Background: an optimization exercise with open tools, aiming at small area, a short achievable clock period and few clock cycles. Do not read the settings as production practice. Where RTL was checked, it was by simulation tests only, not by an equivalence proof against the original. The RTL of runs 1, 2 and 4 was laid out without a check of its function. No activity file was given, so power comes from the tool's default toggle rates.

==> design.v <==
package vpu_pkg;
    localparam int LANES    = 4;
    localparam int LANE_W   = 16;
    localparam int NUM_REGS = 8;
    localparam int VEC_W    = LANES * LANE_W;
    localparam int REG_AW   = $clog2(NUM_REGS);
    localparam int MEM_AW   = 12;
    localparam int PC_W     = 8;
    localparam int INSTR_W  = 32;
    localparam int IMM_W    = 12;
    localparam int OPC_MSB = 31;
    localparam int OPC_LSB = 28;
    localparam int VD_MSB  = 27;
    localparam int VD_LSB  = 25;
    localparam int VS1_MSB = 24;
    localparam int VS1_LSB = 22;
    localparam int VS2_MSB = 21;
    localparam int VS2_LSB = 19;
    localparam int IMM_MSB = 11;
    localparam int IMM_LSB = 0;
    typedef logic [LANE_W-1:0]  lane_t;
    typedef logic [VEC_W-1:0]   vec_t;
    typedef logic [REG_AW-1:0]  reg_addr_t;
    typedef logic [MEM_AW-1:0]  mem_addr_t;
    typedef logic [PC_W-1:0]    pc_t;
    typedef logic [INSTR_W-1:0] instr_t;
    typedef logic [IMM_W-1:0]   imm_t;
    typedef enum logic [3:0] {
        OP_NOP    = 4'd0,
        OP_VADD   = 4'd1,
        OP_VSUB   = 4'd2,
        OP_VAND   = 4'd3,
        OP_VOR    = 4'd4,
        OP_VXOR   = 4'd5,
        OP_VADDI  = 4'd6,
        OP_VLOAD  = 4'd7,
        OP_VSTORE = 4'd8,
        OP_JUMP   = 4'd9
    } opcode_e;
    typedef enum logic [1:0] {
        WB_NONE = 2'd0,
        WB_ALU  = 2'd1,
        WB_MEM  = 2'd2
    } wb_sel_e;
endpackage
`timescale 1ns/1ps
module fetch_unit (
    input  logic           clk,
    input  logic           rst_n,
    input  logic           advance,
    input  logic           jump,
    input  vpu_pkg::pc_t   jump_target,
    output vpu_pkg::pc_t   pc
);
    vpu_pkg::pc_t pc_next;
    assign pc_next = jump ? jump_target : pc + vpu_pkg::pc_t'(1);
    always_ff @(posedge clk) begin
        if (!rst_n) begin
            pc <= '0;
        end else if (advance) begin
            pc <= pc_next;
        end
    end
endmodule
`timescale 1ns/1ps
module instr_decoder (
    input  vpu_pkg::instr_t    instr,
    input  logic [7:0]         rf_valid,     
    output logic [7:0]         sel_a,
    output logic [7:0]         sel_b,
    output logic               sel_imm,
    output logic               use_a,
    output logic               use_b,
    output logic               writes,
    output logic               op_arith,
    output logic               op_sub,
    output logic               op_and,
    output logic               op_or,
    output logic               op_xor,
    output logic               op_load,
    output logic               op_store,
    output logic               jump
);
    logic [3:0] opc;
    logic [2:0] vs1;
    logic [2:0] vs2;
    logic       is_rr;
    logic       is_addi;
    assign opc = instr[vpu_pkg::OPC_MSB:vpu_pkg::OPC_LSB];
    assign vs1 = instr[vpu_pkg::VS1_MSB:vpu_pkg::VS1_LSB];
    assign vs2 = instr[vpu_pkg::VS2_MSB:vpu_pkg::VS2_LSB];
    assign is_rr    = (opc >= 4'd1) && (opc <= 4'd5);
    assign is_addi  = (opc == 4'd6);
    assign op_load  = (opc == 4'd7);
    assign op_store = (opc == 4'd8);
    assign jump     = (opc == 4'd9);
    assign writes   = is_rr || is_addi || op_load;
    assign op_arith = (opc == 4'd1) || (opc == 4'd2) || is_addi;
    assign op_sub   = (opc == 4'd2);
    assign op_and   = (opc == 4'd3);
    assign op_or    = (opc == 4'd4);
    assign op_xor   = (opc == 4'd5);
    assign sel_imm  = is_addi;
    assign use_a    = is_rr || is_addi;
    assign use_b    = is_rr || op_store;
    always_comb begin
        for (int i = 0; i < 8; i++) begin
            sel_a[i] = use_a && (vs1 == 3'(i)) && rf_valid[i];
            sel_b[i] = use_b && (vs2 == 3'(i)) && rf_valid[i];
        end
    end
endmodule
`timescale 1ns/1ps
module vector_regfile (
    input  logic               clk,
    input  logic [7:0]         wen,
    input  vpu_pkg::vec_t      wdata,
    input  logic [7:0]         sel_a,
    input  logic [7:0]         sel_b,
    input  logic               sel_imm,
    input  logic               sel_wr_a,
    input  logic               sel_wr_b,
    input  vpu_pkg::imm_t      imm,
    output vpu_pkg::vec_t      rdata_a,
    output vpu_pkg::vec_t      rdata_b
);
    vpu_pkg::vec_t regs [vpu_pkg::NUM_REGS];
    vpu_pkg::vec_t imm_vec;
    always_ff @(posedge clk) begin
        for (int i = 0; i < vpu_pkg::NUM_REGS; i++) begin
            if (wen[i]) begin
                regs[i] <= wdata;
            end
        end
    end
    assign imm_vec = {vpu_pkg::LANES{{(vpu_pkg::LANE_W-vpu_pkg::IMM_W){1'b0}}, imm}};
    always_comb begin
        rdata_a = wdata & {vpu_pkg::VEC_W{sel_wr_a}};
        rdata_b = (imm_vec & {vpu_pkg::VEC_W{sel_imm}}) | (wdata & {vpu_pkg::VEC_W{sel_wr_b}});
        for (int i = 0; i < vpu_pkg::NUM_REGS; i++) begin
            rdata_a = rdata_a | (regs[i] & {vpu_pkg::VEC_W{sel_a[i]}});
            rdata_b = rdata_b | (regs[i] & {vpu_pkg::VEC_W{sel_b[i]}});
        end
    end
endmodule
`timescale 1ns/1ps
module vector_alu (
    input  logic             op_arith,
    input  logic             op_sub,
    input  logic             op_and,
    input  logic             op_or,
    input  logic             op_xor,
    input  logic             op_load,
    input  vpu_pkg::vec_t    vec_a,
    input  vpu_pkg::vec_t    vec_b,
    input  vpu_pkg::vec_t    mem_data,
    output vpu_pkg::vec_t    carry,
    output vpu_pkg::vec_t    result_c0,
    output vpu_pkg::vec_t    result_c1
);
    localparam int W = vpu_pkg::LANE_W;
    for (genvar l = 0; l < vpu_pkg::LANES; l++) begin : g_lane
        logic [W-1:0] a;
        logic [W-1:0] b;
        logic [W-1:0] p;
        logic [W-1:0] g;
        logic [W-1:0] gl [5];
        logic [W-1:0] pl [5];
        logic [W-1:0] q;
        logic [W-1:0] other;
        assign a = vec_a[l*W +: W];
        assign b = vec_b[l*W +: W];
        assign p = a ^ b;
        assign g = a & b;
        always_comb begin
            gl[0] = g;
            pl[0] = p;
            for (int k = 1; k < 5; k++) begin
                for (int i = 0; i < W; i++) begin
                    if (i >= (1 << (k - 1))) begin
                        gl[k][i] = gl[k-1][i] | (pl[k-1][i] & gl[k-1][i - (1 << (k - 1))]);
                        pl[k][i] = pl[k-1][i] & pl[k-1][i - (1 << (k - 1))];
                    end else begin
                        gl[k][i] = gl[k-1][i];
                        pl[k][i] = pl[k-1][i];
                    end
                end
            end
        end
        assign carry[l*W +: W] = {gl[4][W-2:0], 1'b0};
        assign q     = p ^ {W{op_sub}};
        assign other = ((a & b) & {W{op_and}})
                     | ((a | b) & {W{op_or}})
                     | ((a ^ b) & {W{op_xor}})
                     | (mem_data[l*W +: W] & {W{op_load}});
        assign result_c0[l*W +: W] = ( q & {W{op_arith}}) | other;
        assign result_c1[l*W +: W] = (~q & {W{op_arith}}) | other;
    end
endmodule
`timescale 1ns/1ps
module operand_forward (
    input  logic               fwd,
    input  vpu_pkg::vec_t      rf_data,
    input  vpu_pkg::vec_t      ex_result,
    output vpu_pkg::vec_t      operand
);
    assign operand = fwd ? ex_result : rf_data;
endmodule
`timescale 1ns/1ps
module vpu_core (
    input  logic               clk,
    input  logic               rst_n,
    input  logic               en,
    output vpu_pkg::pc_t       pc,
    input  vpu_pkg::instr_t    instr,
    output vpu_pkg::mem_addr_t mem_addr,
    output logic               mem_read,
    output logic               mem_write,
    output vpu_pkg::vec_t      mem_wdata,
    input  vpu_pkg::vec_t      mem_rdata,
    output logic               data_out_vld,
    output vpu_pkg::vec_t      data_out,
    output vpu_pkg::reg_addr_t reg_wb
);
    logic [7:0]         id_sel_a;
    logic [7:0]         id_sel_b;
    logic               id_sel_imm;
    logic               id_use_a;
    logic               id_use_b;
    logic               id_writes;
    logic               id_arith;
    logic               id_sub;
    logic               id_and;
    logic               id_or;
    logic               id_xor;
    logic               id_load;
    logic               id_store;
    logic               id_jump;
    logic               stall;
    logic               id_early;
    logic               port_live;
    logic               rd_early;
    logic               rd_needs_port;
    logic               imm_eq;
    logic               advance;
    logic [7:0]         rf_valid;
    logic               id_wr_a;
    logic               id_wr_b;
    logic [7:0]         rd_sel_a;
    logic [7:0]         rd_sel_b;
    logic               rd_sel_imm;
    logic               rd_wr_a;
    logic               rd_wr_b;
    logic               rd_fwd_a;
    logic               rd_fwd_b;
    logic               rd_writes;
    logic               rd_arith;
    logic               rd_sub;
    logic               rd_and;
    logic               rd_or;
    logic               rd_xor;
    logic               rd_load;
    logic               rd_store;
    vpu_pkg::reg_addr_t rd_vd;
    vpu_pkg::imm_t      rd_imm;
    vpu_pkg::vec_t      rd_a;
    vpu_pkg::vec_t      rd_b;
    logic               ex_writes;
    logic               ex_store;
    vpu_pkg::reg_addr_t ex_vd;
    vpu_pkg::mem_addr_t mem_addr_q;
    logic               fwd_a;
    logic               fwd_b;
    vpu_pkg::vec_t      rd_op_a;
    vpu_pkg::vec_t      rd_op_b;
    logic               ex_arith;
    logic               ex_sub;
    logic               ex_and;
    logic               ex_or;
    logic               ex_xor;
    logic               ex_load;
    vpu_pkg::vec_t      ex_a;
    vpu_pkg::vec_t      ex_b;
    vpu_pkg::vec_t      ex_result;
    vpu_pkg::vec_t      ex_carry;
    vpu_pkg::vec_t      ex_result_c0;
    vpu_pkg::vec_t      ex_result_c1;
    vpu_pkg::vec_t      rd_op_a_c0;
    vpu_pkg::vec_t      rd_op_a_c1;
    vpu_pkg::vec_t      rd_op_b_c0;
    vpu_pkg::vec_t      rd_op_b_c1;
    logic               wb_valid;
    logic [7:0]         wb_wen;
    logic               id_fwd_a;
    logic               id_fwd_b;
    vpu_pkg::reg_addr_t wb_vd;
    vpu_pkg::vec_t      wb_data;
    assign rd_needs_port = rd_load && !rd_early;
    assign stall         = rd_needs_port && ex_store;
    assign imm_eq   = (instr[vpu_pkg::IMM_MSB:vpu_pkg::IMM_LSB] == rd_imm);
    assign id_early = id_load && port_live && !(rd_store && imm_eq);
    assign advance = en && !stall;
    fetch_unit u_fetch (
        .clk         (clk),
        .rst_n       (rst_n),
        .advance     (advance),
        .jump        (id_jump),
        .jump_target (instr[vpu_pkg::PC_W-1:0]),
        .pc          (pc)
    );
    instr_decoder u_decoder (
        .instr    (instr),
        .rf_valid (rf_valid | wb_wen),
        .sel_a    (id_sel_a),
        .sel_b    (id_sel_b),
        .sel_imm  (id_sel_imm),
        .use_a    (id_use_a),
        .use_b    (id_use_b),
        .writes   (id_writes),
        .op_arith (id_arith),
        .op_sub   (id_sub),
        .op_and   (id_and),
        .op_or    (id_or),
        .op_xor   (id_xor),
        .op_load  (id_load),
        .op_store (id_store),
        .jump     (id_jump)
    );
    always_ff @(posedge clk) begin
        if (!rst_n) begin
            rd_writes <= 1'b0;
            rd_load   <= 1'b0;
            rd_store  <= 1'b0;
            rd_early  <= 1'b0;
        end else if (advance) begin
            rd_writes <= id_writes;
            rd_load   <= id_load;
            rd_store  <= id_store;
            rd_early  <= id_early;
        end
    end
    assign id_fwd_a = id_use_a && rd_writes && (instr[vpu_pkg::VS1_MSB:vpu_pkg::VS1_LSB] == rd_vd);
    assign id_fwd_b = id_use_b && rd_writes && (instr[vpu_pkg::VS2_MSB:vpu_pkg::VS2_LSB] == rd_vd);
    assign id_wr_a = id_use_a && ex_writes && (instr[vpu_pkg::VS1_MSB:vpu_pkg::VS1_LSB] == ex_vd);
    assign id_wr_b = id_use_b && ex_writes && (instr[vpu_pkg::VS2_MSB:vpu_pkg::VS2_LSB] == ex_vd);
    always_ff @(posedge clk) begin
        if (advance) begin
            rd_sel_a   <= id_wr_a ? 8'd0 : id_sel_a;
            rd_sel_b   <= id_wr_b ? 8'd0 : id_sel_b;
            rd_wr_a    <= id_wr_a;
            rd_wr_b    <= id_wr_b;
            rd_sel_imm <= id_sel_imm;
            rd_fwd_a   <= id_fwd_a;
            rd_fwd_b   <= id_fwd_b;
            rd_arith   <= id_arith;
            rd_sub     <= id_sub;
            rd_and     <= id_and;
            rd_or      <= id_or;
            rd_xor     <= id_xor;
            rd_vd      <= instr[vpu_pkg::VD_MSB:vpu_pkg::VD_LSB];
            rd_imm     <= instr[vpu_pkg::IMM_MSB:vpu_pkg::IMM_LSB];
        end
    end
    vector_regfile u_regfile (
        .clk     (clk),
        .wen      (wb_wen),
        .wdata    (wb_data),
        .sel_a    (rd_sel_a),
        .sel_b    (rd_sel_b),
        .sel_imm  (rd_sel_imm),
        .sel_wr_a (rd_wr_a),
        .sel_wr_b (rd_wr_b),
        .imm     (rd_imm),
        .rdata_a (rd_a),
        .rdata_b (rd_b)
    );
    always_ff @(posedge clk) begin
        if (!rst_n) begin
            ex_writes <= 1'b0;
            ex_store  <= 1'b0;
        end else if (en) begin
            ex_writes <= rd_writes && !stall;
            ex_store  <= rd_store && !stall;
        end
    end
    assign fwd_a = rd_fwd_a;
    assign fwd_b = rd_fwd_b;
    operand_forward u_fwd_a0 (
        .fwd       (fwd_a),
        .rf_data   (rd_a),
        .ex_result (ex_result_c0),
        .operand   (rd_op_a_c0)
    );
    operand_forward u_fwd_a1 (
        .fwd       (fwd_a),
        .rf_data   (rd_a),
        .ex_result (ex_result_c1),
        .operand   (rd_op_a_c1)
    );
    operand_forward u_fwd_b0 (
        .fwd       (fwd_b),
        .rf_data   (rd_b),
        .ex_result (ex_result_c0),
        .operand   (rd_op_b_c0)
    );
    operand_forward u_fwd_b1 (
        .fwd       (fwd_b),
        .rf_data   (rd_b),
        .ex_result (ex_result_c1),
        .operand   (rd_op_b_c1)
    );
    assign rd_op_a = ex_carry & (rd_op_a_c1 ^ {vpu_pkg::VEC_W{rd_sub}})
                   | ~ex_carry & (rd_op_a_c0 ^ {vpu_pkg::VEC_W{rd_sub}});
    assign rd_op_b = (ex_carry & rd_op_b_c1 | ~ex_carry & rd_op_b_c0)
                   | (mem_rdata & {vpu_pkg::VEC_W{rd_early}});
    always_ff @(posedge clk) begin
        if (en) begin
            ex_vd    <= rd_vd;
            ex_arith <= rd_arith;
            ex_sub   <= rd_sub;
            ex_and   <= rd_and;
            ex_or    <= rd_or || (rd_load && !rd_needs_port);
            ex_xor   <= rd_xor;
            ex_load  <= rd_needs_port;
            ex_a     <= rd_op_a;
            ex_b     <= rd_op_b;
        end
    end
    always_ff @(posedge clk) begin
        if (!rst_n) begin
            port_live <= 1'b0;
        end else if (en) begin
            port_live <= !rd_store && !stall && !(id_load && !id_early);
        end
    end
    always_ff @(posedge clk) begin
        if (en) begin
            mem_addr_q <= (rd_store || stall) ? rd_imm : instr[vpu_pkg::IMM_MSB:vpu_pkg::IMM_LSB];
        end
    end
    assign mem_addr  = port_live ? instr[vpu_pkg::IMM_MSB:vpu_pkg::IMM_LSB] : mem_addr_q;
    assign mem_read  = en;
    assign mem_write = en && ex_store;
    assign mem_wdata = ex_b;
    vector_alu u_alu (
        .op_arith (ex_arith),
        .op_sub   (ex_sub),
        .op_and   (ex_and),
        .op_or    (ex_or),
        .op_xor   (ex_xor),
        .op_load  (ex_load),
        .vec_a    (ex_a),
        .vec_b    (ex_b),
        .mem_data  (mem_rdata),
        .carry     (ex_carry),
        .result_c0 (ex_result_c0),
        .result_c1 (ex_result_c1)
    );
    assign ex_result = ex_carry & ex_result_c1 | ~ex_carry & ex_result_c0;
    always_ff @(posedge clk) begin
        if (!rst_n) begin
            wb_valid <= 1'b0;
            rf_valid <= '0;
        end else if (en) begin
            wb_valid <= ex_writes;
            rf_valid <= rf_valid | wb_wen;
        end
    end
    always_ff @(posedge clk) begin
        if (en) begin
            wb_vd   <= ex_vd;
            wb_data <= ex_result;
        end
    end
    always_comb begin
        for (int i = 0; i < 8; i++) begin
            wb_wen[i] = wb_valid && (wb_vd == 3'(i));
        end
    end
    assign data_out_vld = en && wb_valid;
    assign data_out     = wb_data;
    assign reg_wb       = wb_vd;
endmodule
==> flow/run.sh <==
#!/bin/bash
set -euo pipefail
cd "$(dirname "$0")/.."
export BUFFER_PORTS_ARGS="-buffer_cell sky130_fd_sc_hd__buf_1"
bash standard.sh finish > standard_flow.log 2>&1
==> standard.sh <==
#!/bin/bash
# synth_recipe.tcl (not shown) runs the flow's synth.tcl, then flattens the netlist and writes it again
# the make line also repeats each setting of config.mk as NAME=value (left out here)
make -C /OpenROAD-flow-scripts/flow DESIGN_CONFIG=/design/flow/config.mk WORK_HOME=/design/flow/orfs CLKGATE_MAP_FILE= SYNTH_SCRIPT=/design/flow/synth_recipe.tcl "${@:-finish}"
==> config.mk <==
export PLATFORM = sky130hd
export DESIGN_NAME = vpu_core
export DESIGN_NICKNAME = vpu_core
export VERILOG_FILES = /design/flow/design.v
export SDC_FILE = /design/flow/constraint.sdc
export NUM_CORES = 4
export LEC_CHECK = 0
export CAP_MARGIN = 20
export CORE_MARGIN = 2
export CORE_UTILIZATION = 40
export CTS_BUF_LIST = sky130_fd_sc_hd__clkbuf_16
export CTS_CLUSTER_DIAMETER = 100
export CTS_CLUSTER_SIZE = 24
export SETUP_SLACK_MARGIN = 3.0
export SLEW_MARGIN = 20
==> constraint.sdc <==
create_clock -name core_clock -period 5.5 [get_ports {clk}]
set_input_delay 1.1000 -clock core_clock [delete_from_list [all_inputs] [get_ports {clk}]]
set_output_delay 1.1000 -clock core_clock [all_outputs]
set_load 0.01 [all_outputs]
==> results of run 1 <==
-- report_power, final --
| group | switching, mW | total, mW | internal, mW |
|---|---|---|---|
| clock | 2.00 | 3.40 | 1.40 |
| sequential | 0.133 | 7.01 | 6.88 |
| combinational | 1.49 | 2.51 | 1.02 |
-- worst max-delay path, delay by kind of cell, from the launching register on --
family,cells,cell delay (ps)
AOI/OAI and AO/OA,7,1850
xor gates and xnor gates,1,180
adders and majority gates,1,190
buffers and inverters,1,90
DFF,1,440
-- stage by stage --
step	setup WS [ps]	instances	hold WS [ps]
final	2450	4714	426
after global routing	2380	4713	435
after CTS	2460	4668	431
after detailed placement	1960	4448	407
after global placement	1950	4446	405
after floorplan	2470	3090	400
-- flip-flops by register name, summed over array words and instances, names as in the netlist, 3 cells and up --
name,flops
mem_addr_q,12
rd_imm,12
u_regfile.regs,512
wb_data,64
rf_valid,8
ex_vd,3
wb_vd,3
ex_a,64
rd_vd,3
u_fetch.pc,8
ex_b,64
rd_sel_a,8
rd_sel_b,8
-- layer usage --
layer / track usage (%) / part of all wire, %
met1: 39.5 / 39
met2: 43.5 / 44
met3: 7.22 / 13
met4: 10.6 / 3.7
met5: 0 / 0
-- synthesized netlist by cell type (all sizes together) (17+ instances only) --
| cell type | number | area share [%] |
|---|---|---|
| a221oi | 107 | 2.4 |
| a22oi | 250 | 4.8 |
| nor2 | 56 | 0.53 |
| mux2 | 24 | 0.69 |
| a21o | 33 | 0.63 |
| dfxtp | 24 | 1.2 |
| o21ai | 74 | 0.94 |
| nand4 | 39 | 0.62 |
| a211oi | 18 | 0.38 |
| inv | 166 | 1.6 |
| nand2 | 168 | 1.6 |
| a31oi | 44 | 0.74 |
| a21oi | 125 | 1.6 |
| edfxtp | 769 | 59 |
| buf | 64 | 0.65 |
| xnor2 | 128 | 2.9 |
| nand3 | 88 | 1.1 |
| a22o | 133 | 3.0 |
| clkbuf | 164 | 1.6 |
| xor2 | 73 | 1.6 |
| and2 | 18 | 0.29 |
| ha | 129 | 4.1 |
| a222oi | 94 | 2.4 |
| o211ai | 17 | 0.32 |
| a221o | 50 | 1.3 |
| mux2i | 28 | 0.71 |
| nor3 | 67 | 0.85 |
-- cells by family after synthesis --
group | count (synthesis) | share of synthesized area [%]
AO/OA/AOI/OAI | 1019 | 20.1
flip-flops | 793 | 60.0
AND/OR/NAND/NOR | 501 | 6.12
buffers and inverters | 395 | 3.81
XOR/XNOR | 201 | 4.48
adder cells (fa/ha/maj) | 129 | 4.11
multiplexers | 52 | 1.40
-- worst paths after layout --
| path | start | endpoint | slack, ps | cells past startpoint |
|---|---|---|---|---|
| setup reg to reg | ex_b[33] | ex_a[41] | 2450 | 10 |
| setup / recovery | ex_b[33] | ex_a[41] | 2450 | 10 |
| hold reg to reg | rd_xor | ex_xor | 430 | 0 |
| hold / removal | rd_xor | ex_xor | 430 | 0 |
-- repair_timing --
| action | in CTS | in global routing |
|---|---|---|
| buffers inserted | 160 | 45 |
| endpoints found under the setup margin | 480 | 166 |
| gates resized for setup | 277 | 148 |
| cloned | 5 | 0 |
| hold buffers | 0 | 0 |
| pin swaps | 106 | 103 |
-- cell type report --
cell class                 instances  area share (%)
multi-input combinational       1905            33.7
antenna                            1         0.00540
sequential                       793            50.9
timing repair buffer             516            8.11
inverter                         167            1.37
clock inverter                    15           0.327
clock buffer                      40            2.16
timing repair inverter             1          0.0162
tap                             1276            3.45
==> key figures, run 1 <==
STA
  • Tightest Pin Transition: ~1100 ps
  • Unrepaired setup endpoints after global routing: true
  • Final min period: 3050 ps
  • Setup violations, final: 0
  • Fmax: 327 MHz
  • Slew HR: between 20% and 30%
  • Hold Fails Final Rpt: 0
  • Slew Limit Fails: 0
  • Setup TNS: 0 ps
  • Tcrit/Tclk final: 55.5%
  • Skew final: between 40 and 50 ps

Power and ir drop
  • PwrDens: around 280 mW/mm^2
  • Peak supply drop: 0.214 mV
  • Pleak: ~16 nW
  • Power Total: about 13 mW

CTS
  • H-tree depth: 2
  • Clock slew seen by the registers of the worst setup and hold paths: roughly 100 ps
  • TritonCTS Buffers: 40
  • Root Buffer: clkbuf_16
  • Clk sinks: a little under 800
  • TritonCTS clock tree: built
  • Clock Path Buffers: 3
  • Clk latency of the worst-skew pair: between 600 and 700 ps

Layout
  • Fillers: 8604
  • Post-route cell area: between 0.04 and 0.05 sq mm
  • Share of cells above drive strength 1: 18.5%
  • Synth-to-layout area growth: 17.9%
  • Reg area: about 0.024 sq mm
  • Most frequent cells in the layout: 769 x edfxtp_1, 249 x a22oi_1, 205 x buf_4, 183 x buf_1, 165 x nand2_1
  • Multi-input logic area: about 0.016 sq mm
  • Most common cell after layout, fill and taps aside: edfxtp_1
  • Final Net Count: roughly 3700
  • Finished Core Util: between 40% and 50%

Setup path
  • Most Frequent Cell on Critical Path: a21o_1
  • Worst setup EP type: register
  • Startpoint Class: register
  • Critical Path Max Stage Delay: approximately 470 ps
  • Max FO, Critical Path: 3
  • Required @ worst endpoint: between 5000 and 6000 ps
  • Critical Path Slowest Stage Cell: a2111o_1
  • Worst Path Arrival: 3410 ps
  • CP cell instances: inv_2, ha_4, a21o_1, a21o_4, a2111o_1, a21o_1, a31o_1, a211oi_4, a21oi_2, xor2_1
  • Kind of critical path: reg2reg

Global route
  • First-pass GRT wire length: approximately 210000 microns
  • Largest net degree at the start of global routing: roughly 140
  • All-Layer GR Usage: ~29%
  • Number of global-route vias before repair: about 30000
  • Initial antenna violation count: 1
  • GR Overflow Total: 0

Die
  • DIE HEIGHT: 317 microns
  • Die width: 317 microns
  • # rows: 114
  • Die area: 0.101 sq mm
  • Starting density of the core: 40.5%
  • Core Box Area: 0.0970 sq mm
  • Num ports: about 250

Synth
  • Synthesized Nets: about 3300
  • Post-synth cell types: a little over 70
  • Synthesized cell area: 0.0393 sq mm
  • Post-Syn Instances: roughly 3000
  • Sequential fraction of the synthesis area: around three fifths
  • Ys flop type: edfxtp_1
  • Post-synth EDFFs: 769
  • Syn_area_per_cell: roughly 13 sq um
  • Asr flop ratio synth: 0%
  • Synth warn: 14
  • Seq cells post-synth: 793

Drt
  • Via count: around 31000
  • DRC viols: 0
  • Remaining antenna violation count: 0
  • Vias/cell: approximately 6.6
  • DR pass1 iterations: 10
  • Wire per inst: about 32 microns
  • Starting DRT DRC Count: between 5000 and 6000
  • WL final: about 150000 microns

Placed design
  • Detailed placer's ending HPWL: just over 80000 microns
  • GPL Wtd Cong: 0.868
  • Port Buf Inserts: 245
  • Placed cell area: 0.0419 sq mm

Job
  • Maxcap violations: 0

Outcome
  • Status: finished clean

Min path
  • Hold Crit Class: reg2reg
==> run 2: changes to the inputs <==
--- a/config.mk
+++ b/config.mk
@@ -11,5 +11,5 @@
 export CTS_BUF_LIST = sky130_fd_sc_hd__clkbuf_16
 export CTS_CLUSTER_DIAMETER = 100
 export CTS_CLUSTER_SIZE = 24
-export SETUP_SLACK_MARGIN = 3.0
+export SETUP_SLACK_MARGIN = 2.8
 export SLEW_MARGIN = 20
==> key figures, run 2 <==
Outcome
  • Status: finished clean (unchanged)

Min path
  • Worst Hold Launch: rd_arith (was rd_xor)
  • Hold Crit Class: reg2reg (unchanged)

Global route
  • Initial antenna violation count: 2 (was 1)
  • All-Layer GR Usage: 28.3% (was 28.6%)
  • First-pass GRT wire length: 211000 microns (was 212000 microns)
  • Largest net degree at the start of global routing: 109 (was 144)
  • Number of global-route vias before repair: 29600 (was 29900)
  • GR Overflow Total: 0 (unchanged)

STA
  • Fmax: 314 MHz (was 327 MHz)
  • Hold Slack: 432 ps (was 426 ps)
  • Unrepaired setup endpoints after global routing: true (unchanged)
  • Hold Fails Final Rpt: 0 (unchanged)
  • Tightest Pin Transition: 1080 ps (was 1070 ps)
  • Post-layout worst setup margin: 2320 ps (was 2450 ps)
  • Slew Limit Fails: 0 (unchanged)
  • Slew HR: 28.3% (was 28.8%)
  • Final min period: 3180 ps (was 3050 ps)
  • Skew final: 37.1 ps (was 46.7 ps)
  • Setup violations, final: 0 (unchanged)
  • Tcrit/Tclk final: 57.8% (was 55.5%)
  • Setup TNS: 0 ps (unchanged)

CTS
  • Clk latency of the worst-skew pair: 640 ps (about the same)
  • Clock Path Buffers: 3 (unchanged)
  • Cts hold-fix bufs: 0 (unchanged)
  • TritonCTS clock tree: built (unchanged)
  • Clk sinks: 793 (unchanged)
  • Clock slew seen by the registers of the worst setup and hold paths: 100 ps (about the same)
  • Root Buffer: clkbuf_16 (unchanged)
  • H-tree depth: 2 (unchanged)
  • TritonCTS Buffers: 41 (was 40)

Layout
  • Share of cells above drive strength 1: 13.8% (was 18.5%)
  • Most common cell after layout, fill and taps aside: edfxtp_1 (unchanged)
  • Most frequent cells in the layout: 769 x edfxtp_1, 249 x a22oi_1, 211 x buf_1, 164 x nand2_1, 154 x inv_1 (was 769 x edfxtp_1, 249 x a22oi_1, 205 x buf_4, 183 x buf_1, 165 x nand2_1)
  • Final Net Count: 3561 (was 3652)
  • Largest register by flop count: u_regfile.regs (unchanged)
  • Number of flip-flops under the largest register name: 512 (unchanged)
  • Synth-to-layout area growth: 14.9% (was 17.9%)

Synth
  • Most instantiated cells after synthesis: 769 x edfxtp_1, 250 x a22oi_1, 168 x nand2_1 (unchanged)
  • Post-synth cell types: 71 (unchanged)
  • Seq cells post-synth: 793 (unchanged)
  • Share of the synthesized area in the top cell type: 58.8% (unchanged)
  • Post-Syn Instances: 3090 (unchanged)
  • Syn_area_per_cell: 12.7 sq um (unchanged)
  • Ys flop type: edfxtp_1 (unchanged)
  • Most numerous cell in the Yosys netlist: edfxtp_1 (unchanged)
  • Post-synth EDFFs: 769 (unchanged)
  • Sequential fraction of the synthesis area: 60.0% (unchanged)
  • Synthesized cell area: 0.0393 sq mm (unchanged)
  • Ranking of synthesized cells by area: edfxtp_1 59%, a22oi_1 4.8%, ha_1 4.1% (unchanged)
  • Asr flop ratio synth: 0% (unchanged)
  • Post-synth top area cell: edfxtp_1 (unchanged)
  • Synth warn: 14 (unchanged)
  • Synthesized Nets: 3318 (unchanged)

Setup path
  • Startpoint Class: register (unchanged)
  • Required @ worst endpoint: 5840 ps (was 5850 ps)
  • Kind of critical path: reg2reg (unchanged)
  • Critical Path Max Stage Delay: 630 ps (was 470 ps)
  • Buffers & Inverters on Critical Path: 0 (was 1)
  • Max FO, Critical Path: 6 (was 3)
  • Setup crit start: ex_a[37] (was ex_b[33])
  • Worst Path Arrival: 3530 ps (was 3410 ps)
  • Critical Path Slowest Stage Cell: nor3_1 (was a2111o_1)
  • Worst setup EP type: register (unchanged)
  • Crit-path leading delay family: compound AO/OA/AOI/OAI gates (unchanged)
  • CP cell instances: ha_1, nor3_1, nor2_1, a21o_1, a31o_1, a211oi_4, a21oi_1, xor2_1 (was inv_2, ha_4, a21o_1, a21o_4, a2111o_1, a21o_1, a31o_1, a211oi_4, a21oi_2, xor2_1)
  • R2r startpoint: ex_a[37] (was ex_b[33])

Drt
  • Vias/cell: 6.63 (was 6.62)
  • Remaining antenna violation count: 0 (unchanged)
  • WL final: 148000 microns (was 151000 microns)
  • DRC viols: 0 (unchanged)
  • Starting DRT DRC Count: 5001 (was 5348)
  • DR pass1 iterations: 10 (unchanged)
  • Wire per inst: 32.1 microns (was 32.0 microns)
  • Via count: 30700 (was 31200)

Power and ir drop
  • Peak supply drop: 0.218 mV (was 0.214 mV)
  • Pleak: 15.6 nW (was 16.3 nW)
  • PwrDens: 283 mW/mm^2 (was 279 mW/mm^2)

Die
  • # rows: 114 (unchanged)
  • Num ports: 253 (unchanged)
  • Die area: 0.101 sq mm (unchanged)
  • Core Box Area: 0.0970 sq mm (unchanged)
  • Die width: 317 microns (unchanged)
  • Starting density of the core: 40.5% (unchanged)
  • DIE HEIGHT: 317 microns (unchanged)

Placed design
  • Detailed placer's ending HPWL: 85300 microns (was 82800 microns)
  • Pre-CTS setup slack: 1690 ps (was 1960 ps)
  • GPL Wtd Cong: 0.855 (was 0.868)
  • Port Buf Inserts: 245 (unchanged)

Job
  • Maxcap violations: 0 (unchanged)
==> run 2: power breakdown <==
part	switching (mW)	internal [mW]	leakage (nW)	total (mW)
clock network	2.03	1.44	0.611	3.47
logic	1.31	0.872	7.73	2.18
registers	0.238	6.88	7.27	7.12
total	3.57	9.19	15.6	12.8
==> run 2: worst reg2reg max path, stage by stage, from the launching register on <==
cell and delay (ps):
edfxtp_1 500, ha_1 410, nor3_1 640, nor2_1 250, a21o_1 290, a31o_1 250, a211oi_4 280, a21oi_1 120
xor2_1 180
==> run 2: final cells by class <==
class | instances | area, sq um
antenna | 1 | 2.50
clock buffer | 41 | 1030
clock inverter | 19 | 179
fill | 8703 | 51900
inverter | 167 | 633
multi-input combinational | 1906 | 15300
sequential | 793 | 23600
tap | 1276 | 1600
timing repair buffer | 421 | 2850
timing repair inverter | 3 | 20.0
==> run 2: layer usage <==
metal	GRT usage, %	part of all wire [%]	routed length [microns]	up-vias
met5	0	0.0067	10	-
met4	11.2	4.3	6380	2
met3	7.13	13	18600	371
met2	43.2	43	64500	2216
met1	38.7	40	58900	15300
li1	-	-	-	12800
==> run 2: cell families after synthesis <==
logic type / share of synthesized area [%]
flops: 60.0
simple gates: 6.12
xor+xnor: 4.48
fa+ha+maj: 4.11
compound gates: 20.1
buf+inv: 3.81
mux: 1.40
==> run 2: timing repair <==
item                                    CTS  global route
endpoints found under the setup margin  263           205
pin swaps                                62            79
gates resized for setup                 196           110
setup buffers                            48            53
cloned                                    7             1
==> run 2: final timing paths <==
check / to / slack [ps] / cells past startpoint
max reg2reg: ex_a[41] / 2320 / 8
max: ex_a[41] / 2320 / 8
min: ex_arith / 430 / 0
min reg2reg: ex_arith / 430 / 0
==> run 2: stage by stage <==
stage | std cells | instance area [sq um] | total power [mW] | utilization, %
CTS | 4572 | 44200 | 12.6 | 45.6
global placement | 4454 | 41800 | 8.98 | 43.1
detailed placement | 4457 | 41800 | 9.01 | 43.1
finish | 4627 | 45100 | 12.8 | 46.5
global route | 4626 | 45100 | 13.2 | 46.5
floorplan | 3090 | 39400 | 8.28 | -
==> run 3: changes to the inputs <==
--- a/design.v
+++ b/design.v
@@ -363,7 +363,7 @@
     end
     vector_regfile u_regfile (
         .clk     (clk),
-        .wen      (wb_wen),
+        .wen      (wb_wen & {8{en}}),
         .wdata    (wb_data),
         .sel_a    (rd_sel_a),
         .sel_b    (rd_sel_b),
==> key figures, run 3 <==
Synth
  • Post-synth EDFFs: 769 (unchanged)
  • Synth warn: 14 (unchanged)
  • Post-synth top area cell: edfxtp_1 (unchanged)
  • Post-Syn Instances: 3227 (was 3090)
  • Ys flop type: edfxtp_1 (unchanged)
  • Most numerous cell in the Yosys netlist: edfxtp_1 (unchanged)
  • Share of the synthesized area in the top cell type: 57.8% (was 58.8%)
  • Asr flop ratio synth: 0% (unchanged)
  • Seq cells post-synth: 793 (unchanged)
  • Synthesized Nets: 3455 (was 3318)
  • Sequential fraction of the synthesis area: 59.0% (was 60.0%)
  • Synthesized cell area: 0.0399 sq mm (was 0.0393 sq mm)
  • Post-synth cell types: 86 (was 71)
  • Syn_area_per_cell: 12.4 sq um (was 12.7 sq um)
  • Most instantiated cells after synthesis: 769 x edfxtp_1, 247 x a22oi_1, 232 x nand2_1 (was 769 x edfxtp_1, 250 x a22oi_1, 168 x nand2_1)
  • Ranking of synthesized cells by area: edfxtp_1 58%, a22oi_1 4.6%, ha_1 4.0% (was edfxtp_1 59%, a22oi_1 4.8%, ha_1 4.1%)

Global route
  • First-pass GRT wire length: 218000 microns (was 211000 microns)
  • GR Overflow Total: 0 (unchanged)
  • Number of global-route vias before repair: 30200 (was 29600)
  • Largest net degree at the start of global routing: 130 (was 109)
  • Initial antenna violation count: 4 (was 2)
  • All-Layer GR Usage: 29.3% (was 28.3%)

Setup path
  • Kind of critical path: reg2reg (unchanged)
  • Max FO, Critical Path: 43 (was 6)
  • Worst Path Arrival: 3180 ps (was 3530 ps)
  • Buffers & Inverters on Critical Path: 1 (was 0)
  • Critical Path Max Stage Delay: 1070 ps (was 630 ps)
  • Critical Path Slowest Stage Cell: a21oi_1 (was nor3_1)
  • Required @ worst endpoint: 5880 ps (was 5840 ps)
  • Worst setup EP type: register (unchanged)
  • CP cell instances: buf_4, a21oi_1, and4_1, o21ai_1 (was ha_1, nor3_1, nor2_1, a21o_1, a31o_1, a211oi_4, a21oi_1, xor2_1)
  • Crit-path leading delay family: compound AO/OA/AOI/OAI gates (unchanged)
  • R2R Setup Slk: 2700 ps (was 2320 ps)
  • Startpoint Class: register (unchanged)

Drt
  • Via count: 31800 (was 30700)
  • Starting DRT DRC Count: 6093 (was 5001)
  • Wire per inst: 32.7 microns (was 32.1 microns)
  • Vias/cell: 6.70 (was 6.63)
  • DRC viols: 0 (unchanged)
  • WL final: 155000 microns (was 148000 microns)
  • Remaining antenna violation count: 0 (unchanged)
  • DR pass1 iterations: 10 (unchanged)

Min path
  • Hold Crit Class: reg2reg (unchanged)

CTS
  • Clock Path Buffers: 3 (unchanged)
  • Clock slew seen by the registers of the worst setup and hold paths: 100 ps (about the same)
  • Clk sinks: 793 (unchanged)
  • TritonCTS clock tree: built (unchanged)
  • TritonCTS Buffers: 41 (unchanged)
  • Clk latency of the worst-skew pair: 640 ps (about the same)
  • Root Buffer: clkbuf_16 (unchanged)
  • H-tree depth: 2 (unchanged)

STA
  • Setup TNS: 0 ps (unchanged)
  • Setup violations, final: 0 (unchanged)
  • Hold Fails Final Rpt: 0 (unchanged)
  • Tcrit/Tclk final: 50.9% (was 57.8%)
  • Fmax: 357 MHz (was 314 MHz)
  • Tightest Pin Transition: 1260 ps (was 1080 ps)
  • Slew Limit Fails: 0 (unchanged)
  • Unrepaired setup endpoints after global routing: true (unchanged)
  • Final min period: 2800 ps (was 3180 ps)
  • Hold Slack: 443 ps (was 432 ps)
  • Slew HR: 15.8% (was 28.3%)
  • Skew final: 49.6 ps (was 37.1 ps)

Placed design
  • Placed insts: 4598 (was 4457)
  • Detailed placer's ending HPWL: 90900 microns (was 85300 microns)
  • Port Buf Inserts: 245 (unchanged)
  • GPL Wtd Cong: 0.927 (was 0.855)

Layout
  • Number of flip-flops under the largest register name: 512 (unchanged)
  • Share of cells above drive strength 1: 11.9% (was 13.8%)
  • Largest register by flop count: u_regfile.regs (unchanged)
  • Fillers: 8939 (was 8703)
  • Finished Core Util: 45.9% (was 46.5%)
  • Most common cell after layout, fill and taps aside: edfxtp_1 (unchanged)
  • Synth-to-layout area growth: 13.4% (was 14.9%)
  • Most frequent cells in the layout: 769 x edfxtp_1, 247 x a22oi_1, 231 x nand2_1, 206 x buf_1, 176 x inv_1 (was 769 x edfxtp_1, 249 x a22oi_1, 211 x buf_1, 164 x nand2_1, 154 x inv_1)
  • Antenna cell count: 0 (was 1)
  • Final Net Count: 3663 (was 3561)
  • Post-route insts no fill: 4743 (was 4627)

Power and ir drop
  • Reported net switching power: 3.63 mW (was 3.57 mW)
  • Internal power: 9.15 mW (was 9.19 mW)
  • Pleak: 15.6 nW (about the same)
  • Peak supply drop: 0.214 mV (was 0.218 mV)
  • Clock share of power: 27.2% (about the same)
  • PwrDens: 282 mW/mm^2 (was 283 mW/mm^2)
  • Gate power share: 17.2% (was 17.1%)
  • Seq pwr share: 55.7% (was 55.8%)
  • Sw Share: 28.4% (was 28.0%)

Die
  • Num ports: 253 (unchanged)
  • Core Box Area: 0.0987 sq mm (was 0.0970 sq mm)
  • Starting density of the core: 40.5% (about the same)
  • Die area: 0.102 sq mm (was 0.101 sq mm)
  • # rows: 115 (was 114)
  • DIE HEIGHT: 320 microns (was 317 microns)
  • Die width: 320 microns (was 317 microns)

Job
  • Maxcap violations: 0 (unchanged)

Outcome
  • Status: finished clean (unchanged)
==> run 3: stage by stage <==
stage | cell area [sq um] | worst slack, ps | total power, mW
after CTS | 44400 | 2710 | 12.6
after floorplan | 40000 | 2130 | 8.35
after detailed placement | 42400 | 2020 | 9.12
after global routing | 45300 | 2720 | 13.2
final | 45300 | 2700 | 12.8
after global placement | 42400 | 1780 | 9.10
==> run 3: final cells by class <==
class / instances / area, sq um / share of cell area (%)
flip-flops and latches: 793 / 23600 / 52.1
inverters: 170 / 652 / 1.44
well taps: 1287 / 1610 / 3.56
clock buffers: 43 / 1080 / 2.38
clock inverters: 21 / 149 / 0.329
repair buffers: 404 / 2780 / 6.14
multi-input cells: 2025 / 15400 / 34.1
==> run 3: routing by layer <==
metal,GRT usage [%],up-vias,wire length (microns),share of wire (%)
met2,44.3,2432,68000,44
met3,7.73,384,21300,14
li1,-,13200,-,-
met4,12.3,8,7070,4.5
met1,39.9,15700,58900,38
met5,0,-,55,0.035
==> run 3: power groups by stage <==
stage,sequential (mW),combinational [mW],clock (mW)
4_1_cts,7.12,1.99,3.52
5_1_grt,7.14,2.32,3.70
3_3_place_gp,7.26,1.84,0
3_5_place_dp,7.27,1.85,0
2_1_floorplan,7.19,1.16,0
6_report,7.11,2.20,3.47
==> run 3: cell families (layout without fill, tap and decap cells) <==
group           count (synthesis)  after routing  share of synthesized area, %
compound gates               1093           1093                          20.8
flops                         793            793                          59.0
simple gates                  572            572                          6.76
xor+xnor                      200            200                          4.41
buf+inv                       409            638                          4.15
mux                            31             31                         0.852
fa+ha+maj                     129            129                          4.04
==> run 3: what timing repair did <==
action,in CTS,in global routing
hold buffers,0,0
pin swaps,14,37
buffers inserted,23,55
setup endpoints to repair,280,121
gates cloned,2,1
gates resized for setup,137,100
==> run 3: path summary, 6_finish.rpt <==
path / start / to / depth (start not counted)
worst max-delay path: rd_fwd_b / ex_b[6] / 4
worst min-delay path: rd_and / ex_and / 0
worst max register to register: rd_fwd_b / ex_b[6] / 4
worst min register to register: rd_and / ex_and / 0
Testbench counts of run 3, summed over its fixed seeds: cycles 17,656.
==> run 4: changes to the inputs <==
--- a/design.v
+++ b/design.v
@@ -238,8 +238,10 @@
     logic               id_jump;
     logic               stall;
     logic               id_early;
+    logic               id_stfwd;
     logic               port_live;
     logic               rd_early;
+    logic               rd_stfwd;
     logic               rd_needs_port;
     logic               imm_eq;
     logic               advance;
@@ -295,10 +297,11 @@
     logic               id_fwd_b;
     vpu_pkg::reg_addr_t wb_vd;
     vpu_pkg::vec_t      wb_data;
-    assign rd_needs_port = rd_load && !rd_early;
+    assign rd_needs_port = rd_load && !rd_early && !rd_stfwd;
     assign stall         = rd_needs_port && ex_store;
     assign imm_eq   = (instr[vpu_pkg::IMM_MSB:vpu_pkg::IMM_LSB] == rd_imm);
-    assign id_early = id_load && port_live && !(rd_store && imm_eq);
+    assign id_stfwd = id_load && rd_store && imm_eq;
+    assign id_early = id_load && port_live && !id_stfwd;
     assign advance = en && !stall;
     fetch_unit u_fetch (
         .clk         (clk),
@@ -332,11 +335,13 @@
             rd_load   <= 1'b0;
             rd_store  <= 1'b0;
             rd_early  <= 1'b0;
+            rd_stfwd  <= 1'b0;
         end else if (advance) begin
             rd_writes <= id_writes;
             rd_load   <= id_load;
             rd_store  <= id_store;
             rd_early  <= id_early;
+            rd_stfwd  <= id_stfwd;
         end
     end
     assign id_fwd_a = id_use_a && rd_writes && (instr[vpu_pkg::VS1_MSB:vpu_pkg::VS1_LSB] == rd_vd);
@@ -412,7 +417,8 @@
     assign rd_op_a = ex_carry & (rd_op_a_c1 ^ {vpu_pkg::VEC_W{rd_sub}})
                    | ~ex_carry & (rd_op_a_c0 ^ {vpu_pkg::VEC_W{rd_sub}});
     assign rd_op_b = (ex_carry & rd_op_b_c1 | ~ex_carry & rd_op_b_c0)
-                   | (mem_rdata & {vpu_pkg::VEC_W{rd_early}});
+                   | (mem_rdata & {vpu_pkg::VEC_W{rd_early}})
+                   | (ex_b & {vpu_pkg::VEC_W{rd_stfwd}});
     always_ff @(posedge clk) begin
         if (en) begin
             ex_vd    <= rd_vd;
@@ -430,7 +436,7 @@
         if (!rst_n) begin
             port_live <= 1'b0;
         end else if (en) begin
-            port_live <= !rd_store && !stall && !(id_load && !id_early);
+            port_live <= !rd_store && !stall && !(id_load && !id_early && !id_stfwd);
         end
     end
     always_ff @(posedge clk) begin
--- a/config.mk
+++ b/config.mk
@@ -11,5 +11,5 @@
 export CTS_BUF_LIST = sky130_fd_sc_hd__clkbuf_16
 export CTS_CLUSTER_DIAMETER = 100
 export CTS_CLUSTER_SIZE = 24
-export SETUP_SLACK_MARGIN = 2.8
+export SETUP_SLACK_MARGIN = 3.0
 export SLEW_MARGIN = 20
==> key figures, run 4 <==
Die
  • Die width: 323 microns (was 320 microns)
  • Starting density of the core: 40.5% (about the same)
  • Die area: 0.104 sq mm (was 0.102 sq mm)
  • Core Box Area: 0.100 sq mm (was 0.0987 sq mm)
  • Num ports: 253 (unchanged)
  • # rows: 116 (was 115)
  • DIE HEIGHT: 323 microns (was 320 microns)

STA
  • Setup TNS: 0 ps (unchanged)
  • Hold Fails Final Rpt: 0 (unchanged)
  • Hold Slack: 468 ps (was 443 ps)
  • Fmax: 364 MHz (was 357 MHz)
  • Setup violations, final: 0 (unchanged)
  • Tightest Pin Transition: 1030 ps (was 1260 ps)
  • Post-layout worst setup margin: 2750 ps (was 2700 ps)
  • Skew final: 36.1 ps (was 49.6 ps)
  • Final min period: 2750 ps (was 2800 ps)
  • Tcrit/Tclk final: 50.0% (was 50.9%)
  • Slew Limit Fails: 0 (unchanged)
  • Unrepaired setup endpoints after global routing: true (unchanged)
  • Slew HR: 31.4% (was 15.8%)

Layout
  • Most common cell after layout, fill and taps aside: edfxtp_1 (unchanged)
  • Number of flip-flops under the largest register name: 512 (unchanged)
  • Share of cells above drive strength 1: 21.8% (was 11.9%)
  • Largest register by flop count: u_regfile.regs (unchanged)
  • Post-route insts no fill: 5091 (was 4743)
  • Final Net Count: 3943 (was 3663)
  • Synth-to-layout area growth: 20.8% (was 13.4%)
  • Most frequent cells in the layout: 769 x edfxtp_1, 295 x a22oi_1, 248 x buf_4, 201 x nand2_1, 182 x inv_1 (was 769 x edfxtp_1, 247 x a22oi_1, 231 x nand2_1, 206 x buf_1, 176 x inv_1)

Synth
  • Asr flop ratio synth: 0% (unchanged)
  • Syn_area_per_cell: 12.1 sq um (was 12.4 sq um)
  • Post-synth top area cell: edfxtp_1 (unchanged)
  • Most numerous cell in the Yosys netlist: edfxtp_1 (unchanged)
  • Synthesized Nets: 3572 (was 3455)
  • Post-Syn Instances: 3344 (was 3227)
  • Post-synth cell types: 87 (was 86)
  • Ranking of synthesized cells by area: edfxtp_1 57%, a22oi_1 5.5%, ha_1 4.0% (was edfxtp_1 58%, a22oi_1 4.6%, ha_1 4.0%)
  • Share of the synthesized area in the top cell type: 56.9% (was 57.8%)
  • Sequential fraction of the synthesis area: 58.1% (was 59.0%)
  • Seq cells post-synth: 794 (was 793)
  • Most instantiated cells after synthesis: 769 x edfxtp_1, 295 x a22oi_1, 209 x nand2_1 (was 769 x edfxtp_1, 247 x a22oi_1, 232 x nand2_1)
  • Post-synth EDFFs: 769 (unchanged)
  • Synthesized cell area: 0.0406 sq mm (was 0.0399 sq mm)
  • Ys flop type: edfxtp_1 (unchanged)
  • Synth warn: 14 (unchanged)

Placed design
  • Pre-CTS setup slack: 1910 ps (was 2020 ps)
  • Port Buf Inserts: 245 (unchanged)
  • Detailed placer's ending HPWL: 93600 microns (was 90900 microns)
  • Placed insts: 4778 (was 4598)
  • GPL Wtd Cong: 0.898 (was 0.927)

Setup path
  • Most Frequent Cell on Critical Path: buf_4
  • CP Depth: 10 (was 4)
  • Max FO, Critical Path: 3 (was 43)
  • Buffers & Inverters on Critical Path: 2 (was 1)
  • Critical Path Slowest Stage Cell: edfxtp_1 (was a21oi_1)
  • R2R Setup Slk: 2750 ps (was 2700 ps)
  • Capture point of the worst path: ex_b[23] (was ex_b[6])
  • Worst Path Arrival: 3160 ps (was 3180 ps)
  • Setup crit start: ex_a[16] (was rd_fwd_b)
  • Worst R2R Path Depth: 10 (was 4)
  • Critical Path Max Stage Delay: 520 ps (was 1070 ps)
  • Crit-path leading delay family: compound AO/OA/AOI/OAI gates (unchanged)
  • Kind of critical path: reg2reg (unchanged)
  • Required @ worst endpoint: 5910 ps (was 5880 ps)
  • R2r endpoint: ex_b[23] (was ex_b[6])
  • Startpoint Class: register (unchanged)
  • CP cell instances: ha_4, a211oi_4, buf_4, nor2_2, a41oi_4, buf_4, xnor2_2, a21oi_2, a32oi_2, a221o_1 (was buf_4, a21oi_1, and4_1, o21ai_1)
  • Worst setup EP type: register (unchanged)
  • R2r startpoint: ex_a[16] (was rd_fwd_b)

Power and ir drop
  • PwrDens: 272 mW/mm^2 (was 282 mW/mm^2)
  • Power Total: 13.3 mW (was 12.8 mW)
  • Pleak: 17.1 nW (was 15.6 nW)
  • Peak supply drop: 0.217 mV (was 0.214 mV)

Drt
  • WL final: 164000 microns (was 155000 microns)
  • Remaining antenna violation count: 0 (unchanged)
  • DRC viols: 0 (unchanged)
  • Via count: 33600 (was 31800)
  • Starting DRT DRC Count: 6166 (was 6093)
  • Vias/cell: 6.59 (was 6.70)
  • Wire per inst: 32.1 microns (was 32.7 microns)
  • DR pass1 iterations: 10 (unchanged)

CTS
  • H-tree depth: 2 (unchanged)
  • TritonCTS clock tree: built (unchanged)
  • Clk latency of the worst-skew pair: 650 ps (was 640 ps)
  • Clk sinks: 794 (was 793)
  • Clock slew seen by the registers of the worst setup and hold paths: 110 ps (was 100 ps)
  • Clock Path Buffers: 3 (unchanged)
  • TritonCTS Buffers: 40 (was 41)
  • Root Buffer: clkbuf_16 (unchanged)
  • Cts hold-fix bufs: 0 (unchanged)

Global route
  • GR Overflow Total: 0 (unchanged)
  • Initial antenna violation count: 2 (was 4)
  • Largest net degree at the start of global routing: 97 (was 130)
  • First-pass GRT wire length: 228000 microns (was 218000 microns)
  • Number of global-route vias before repair: 31700 (was 30200)
  • All-Layer GR Usage: 30.2% (was 29.3%)

Min path
  • Hold Crit Class: reg2reg (unchanged)

Job
  • Maxcap violations: 0 (unchanged)

Outcome
  • Status: finished clean (unchanged)
## run 4: cell count changes in the layout (fill, tap and decap cells not counted), sizes merged, moves of 24 or more
cell,before,now
nand4,65,23
a22oi,247,295
nand3,61,138
nor3,52,102
nand2,234,210
buf,397,555
## run 4: logic make-up after synthesis
| family | after synthesis | share of synthesized area [%] |
|---|---|---|
| buffers and inverters | 438 | 4.29 |
| AOI/OAI and AO/OA | 1141 | 21.3 |
| xor gates and xnor gates | 197 | 4.25 |
| muxes | 31 | 0.842 |
| DFF | 794 | 58.1 |
| and+or+nand+nor | 614 | 7.21 |
| adders and majority gates | 129 | 3.98 |
## run 4: where the power goes
part / total, mW / leakage [nW] / internal [mW] / switching [mW]
registers: 7.04 / 7.26 / 6.88 / 0.153
logic: 2.92 / 9.28 / 1.18 / 1.74
clock network: 3.40 / 0.599 / 1.38 / 2.02
## run 4: through the flow
stage	area [sq um]	utilization (%)
finish	49000	48.9
global route	49000	48.9
CTS	47100	46.9
detailed placement	43100	43.0
global placement	43100	43.0
floorplan	40700	-
## run 4: worst min path at each step
stage,start,endpoint,cells after the start
floorplan,rd_and,ex_and,0
global placement,rf_valid[1],rf_valid[1],1
detailed placement,rf_valid[1],rf_valid[1],1
CTS,rf_valid[1],rf_valid[1],1
global route,rf_valid[1],rf_valid[1],1
finish,rf_valid[5],rf_valid[5],1
## run 4: what timing repair did
| item | 4_1_cts | 5_1_grt |
|---|---|---|
| setup buffers | 175 | 76 |
| pin swaps | 90 | 119 |
| endpoints found under the setup margin | 395 | 196 |
| resized for setup | 331 | 332 |
| cloned | 1 | 0 |
| hold endpoints to repair | 0 | 0 |
## run 4: metal layers
metal	vias to the layer above	GRT usage (%)	share of wire (%)
li1	14000	-	-
met1	16600	41.6	38
met3	386	9.88	15
met5	-	0	0
met2	2587	44.6	44
met4	0	10.3	3.5
## run 4: cell type report
| cell class | count | area, sq um |
|---|---|---|
| inverter | 190 | 736 |
| fill | 8766 | 51300 |
| timing repair buffer | 577 | 4400 |
| multi-input combinational | 2112 | 17500 |
| antenna | 1 | 2.50 |
| tap | 1357 | 1700 |
| sequential | 794 | 23600 |
| clock inverter | 19 | 110 |
| clock buffer | 41 | 1030 |

port drivers added, routing unchanged:
The results above use ideal ports. As a check the final layouts listed here were re-extracted and re-timed, cells and wires unchanged.
Step 1: set_driving_cell puts a clkbuf_16 on clk and a buf_2 on each other input, an assumption about the parent block.
Step 2, shift: input delay + t, output delay - t, t = (earliest + latest rising clock arrival at the registers) / 2. This alone moves slack from input paths to output paths.
a / b / c = ideal ports / drivers / drivers and shift; a / b = the first two.
run | t (ns) | setup slack, ns | hold WS [ns] | slew at the worst register clock pin (ns)
run 1 | 0.692 | 2.445 / 2.445 / 2.445 | 0.426 / 0.426 / 0.426 | 0.11 / 0.11
run 2 | 0.690 | 2.318 / 2.318 / 2.272 | 0.432 / 0.432 / 0.432 | 0.10 / 0.10
run 3 | 0.690 | 2.698 / 2.655 / 2.026 | 0.443 / 0.443 / 0.443 | 0.11 / 0.11
run 4 | 0.701 | 2.749 / 2.729 / 2.311 | 0.468 / 0.468 / 0.468 | 0.11 / 0.11
After both steps every run listed still meets setup and hold. For run 3, which loses most, drivers alone change the setup slack by -0.043 ns; drivers and shift together by -0.672 ns.
